This is an optimization exercise on Yosys and OpenROAD, whose aim is small area, not a production implementation. Only simulation tests tie the RTL to the original design; equivalence was not proved. The clock port is modelled as an ideal driver; clocking choices that lean on that would not hold on a real chip.

==> run a: inputs <==
## datapathTop
module datapathTop
(
	input  logic         clock,
	input  logic         rstN,
	input  regFilePkg::instruction_t instruction,
	input  logic         issue,
	output regFilePkg::dataWord_t    result,
	output logic         resultValid
);
==> module datapathTop, before the edit <==
module datapathTop
(
	input  logic         clock,
	input  logic         rstN,
	input  regFilePkg::instruction_t instruction,
	input  logic         issue,
	output regFilePkg::dataWord_t    result,
	output logic         resultValid
);
	regFilePkg::dataWord_t readDataA;
	regFilePkg::dataWord_t readDataB;
	regFilePkg::dataWord_t aluResult;
	registerFile i_registerFile
	(
		.clock       (clock),
		.rstN        (rstN),
		.readAddrA   (instruction.rs1),
		.readAddrB   (instruction.rs2),
		.writeAddr   (instruction.rd),
		.writeEnable (issue),
		.writeData   (aluResult),
		.readDataA   (readDataA),
		.readDataB   (readDataB)
	);
	aluUnit i_aluUnit
	(
		.op        (instruction.op),
		.operandA  (readDataA),
		.operandB  (readDataB),
		.imm       (instruction.imm),
		.aluResult (aluResult)
	);
	regFilePkg::dataWord_t resultNext;
	registerWord i_resultHold
	(
		.load      (issue),
		.loadN     (~issue),
		.writeData (aluResult),
		.value     (result),
		.nextValue (resultNext)
	);
	always_ff @(posedge clock or negedge rstN)
	begin
		if (!rstN)
		begin
			result      <= '0;
			resultValid <= 1'b0;
		end
		else
		begin
			resultValid <= issue;
			result      <= resultNext;
		end
	end
endmodule
export LEC_CHECK = 0
export CAP_MARGIN = 20
export CORE_MARGIN = 2
export CORE_UTILIZATION = 50
export CTS_BUF_LIST = sky130_fd_sc_hd__clkbuf_16
export CTS_CLUSTER_DIAMETER = 90
export CTS_CLUSTER_SIZE = 25
export SLEW_MARGIN = 20
export SYNTH_HIERARCHICAL = 1
export SYNTH_MINIMUM_KEEP_SIZE = 0
create_clock -name core_clock -period 10.0 [get_ports {clock}]
standard.sh (not shown) runs the stock make flow with config.mk's settings and CLKGATE_MAP_FILE= SYNTH_SCRIPT=/design/flow/synth_recipe.tcl, a recipe that flattens the netlist after the stock synthesis.
==> flow/flow/run.sh <==
#!/bin/bash
# The standard layout, with one added step after clock tree synthesis: flow/downsize.tcl
# swaps over-sized logic cells and port buffers for smaller ones of the same function where
# timing, slew and capacitance allow. Each tool's output goes to a log of its own here.
set -euo pipefail
bash standard.sh synth > standard_synth.log 2>&1
bash standard.sh cts > standard_cts.log 2>&1
FLOW_RESULTS="$PWD/orfs/results/$FLOW_PLATFORM/datapathTop/base" \
	openroad -no_init -exit flow/downsize.tcl > downsize.log 2>&1
bash standard.sh finish > standard_finish.log 2>&1
==> flow/flow/downsize.tcl <==
# Downsize over-sized logic cells and port buffers after clock tree synthesis, keeping timing
# and the slew and capacitance limits: each swap to the next smaller cell of the same function
# is kept only if setup slack stays above a margin and no limit is broken.
set results $::env(FLOW_RESULTS)
set platform $::env(FLOW_HOME)/platforms/sky130hd
read_liberty $platform/lib/sky130_fd_sc_hd__tt_025C_1v80.lib
read_db $results/4_cts.odb
read_sdc $results/4_cts.sdc
source $platform/setRC.tcl
set_propagated_clock [all_clocks]
estimate_parasitics -placement

set margin 0.05
set start_slack [sta::worst_slack -max]
set start_slew [sta::max_slew_violation_count]
set start_cap [sta::max_capacitance_violation_count]
puts "start: worst slack $start_slack, slew violations $start_slew, cap violations $start_cap"
set floor [expr {$start_slack - $margin}]

# worst slack over limit for slew and capacitance, kept at least 20% of the limit, as the
# flow's own repair aims for
proc limit_ratio {} {
  set r 1.0
  set l [sta::max_slew_check_limit]
  if {$l > 0} { set r [expr {min($r, [sta::max_slew_check_slack] / $l)}] }
  set l [sta::max_capacitance_check_limit]
  if {$l > 0} { set r [expr {min($r, [sta::max_capacitance_check_slack] / $l)}] }
  return $r
}
set start_ratio [limit_ratio]
set ratio_floor [expr {min($start_ratio, 0.2)}]
puts "start limit ratio $start_ratio"

proc cell_area {name} {
  set m [[ord::get_db] findMaster $name]
  if {$m == "NULL"} { return -1 }
  return [expr {[$m getWidth] * [$m getHeight] / 1.0e6}]
}

# candidate replacements for a master, smallest first
proc smaller {name} {
  set out {}
  if {[regexp {^sky130_fd_sc_hd__clkdlybuf4s50_1$} $name]} {
    return {sky130_fd_sc_hd__buf_1 sky130_fd_sc_hd__buf_2}
  }
  if {![regexp {^(sky130_fd_sc_hd__[a-z0-9]+)_([0-9]+)$} $name -> base size]} { return {} }
  # buffers the flow's repair put on long or heavily loaded nets stay as they are
  if {[regexp {__(buf|clkbuf|clkinv|clkdlybuf|dlygate|dfxtp|dfrtp|tapvpwrvgnd|conb|diode|fill|decap)} $name]} { return {} }
  foreach s {0 1 2 4 6 8 12 16} {
    if {$s >= $size} { break }
    set cand ${base}_$s
    if {[cell_area $cand] > 0 && [cell_area $cand] < [cell_area $name]} { lappend out $cand }
  }
  return $out
}

set saved 0.0
set swaps 0
set block [ord::get_db_block]
foreach inst [$block getInsts] {
  set old [[$inst getMaster] getName]
  set cands [smaller $old]
  if {$cands == {}} { continue }
  set sinst [sta::find_instance [$inst getName]]
  foreach cand $cands {
    replace_cell $sinst $cand
    set ok 1
    if {[sta::worst_slack -max] < $floor} { set ok 0 }
    if {$ok && [sta::worst_slack -min] < 0.05} { set ok 0 }
    if {$ok && [sta::max_slew_violation_count] > $start_slew} { set ok 0 }
    if {$ok && [sta::max_capacitance_violation_count] > $start_cap} { set ok 0 }
    if {$ok && [limit_ratio] < $ratio_floor} { set ok 0 }
    if {$ok} {
      set saved [expr {$saved + [cell_area $old] - [cell_area $cand]}]
      incr swaps
      puts "  [$inst getName]: $old -> $cand"
      break
    }
    replace_cell $sinst $old
  }
}
puts "swaps $swaps, area saved $saved um2"
puts "end: limit ratio [limit_ratio], worst slack [sta::worst_slack -max], hold [sta::worst_slack -min], slew violations [sta::max_slew_violation_count], cap violations [sta::max_capacitance_violation_count]"
detailed_placement
check_placement
write_db $results/4_cts.odb
==> run b: changes against run a <==
--- a/flow/design.v
+++ b/flow/design.v
@@ -457,15 +457,6 @@
 		.imm       (instruction.imm),
 		.aluResult (aluResult)
 	);
-	regFilePkg::dataWord_t resultNext;
-	registerWord i_resultHold
-	(
-		.load      (issue),
-		.loadN     (~issue),
-		.writeData (aluResult),
-		.value     (result),
-		.nextValue (resultNext)
-	);
 	always_ff @(posedge clock or negedge rstN)
 	begin
 		if (!rstN)
@@ -476,7 +467,10 @@
 		else
 		begin
 			resultValid <= issue;
-			result      <= resultNext;
+			if (issue)
+			begin
+				result <= aluResult;
+			end
 		end
 	end
 endmodule
==> flow/run.sh (new file) <==
#!/bin/bash
# synth_recipe.tcl (not shown) runs the flow's synth.tcl, then flattens the netlist and writes it again
# the make line also repeats each setting of config.mk as NAME=value (left out here)
make -C /OpenROAD-flow-scripts/flow DESIGN_CONFIG=/design/flow/config.mk WORK_HOME=/design/flow/orfs CLKGATE_MAP_FILE= SYNTH_SCRIPT=/design/flow/synth_recipe.tcl finish
removed: flow/flow/run.sh
removed: flow/flow/downsize.tcl
removed: flow/standard.sh
==> comparison <==
Of run a and run b, run b has the higher die area (gap 0.39%, measured against run b). In final cell count, run a and run b hardly differ. Against run a, the clock skew of run b is higher by 0.0080 ns. Synthesized cell count is about the same in run a and run b.

==> port drivers added, routing unchanged <==
In the flow no input, the clock included, has a driving cell. The finished layouts below were timed again as built, in two steps.
Step 1 assumes that a clkbuf_16 drives the clock port and a buf_2 every other input.
Step 2 times the ports against the registers' clock, not the clock port: input delays grow and output delays shrink by t, the midpoint of the rising clock arrivals with the driver on.
Three values: ideal, step 1, step 2; two values: the first two.
run	t, ns	setup slack, ns	worst data-port slew with drivers (ns)
run a	0.779	0.920 / 0.958 / 0.179	0.08
run b	0.788	0.599 / 0.644 / -0.144	0.10
With both steps, setup timing fails in run b, where it was met with ideal ports. For run b, which loses most, drivers alone change the setup slack by +0.045 ns; drivers and shift together by -0.743 ns.
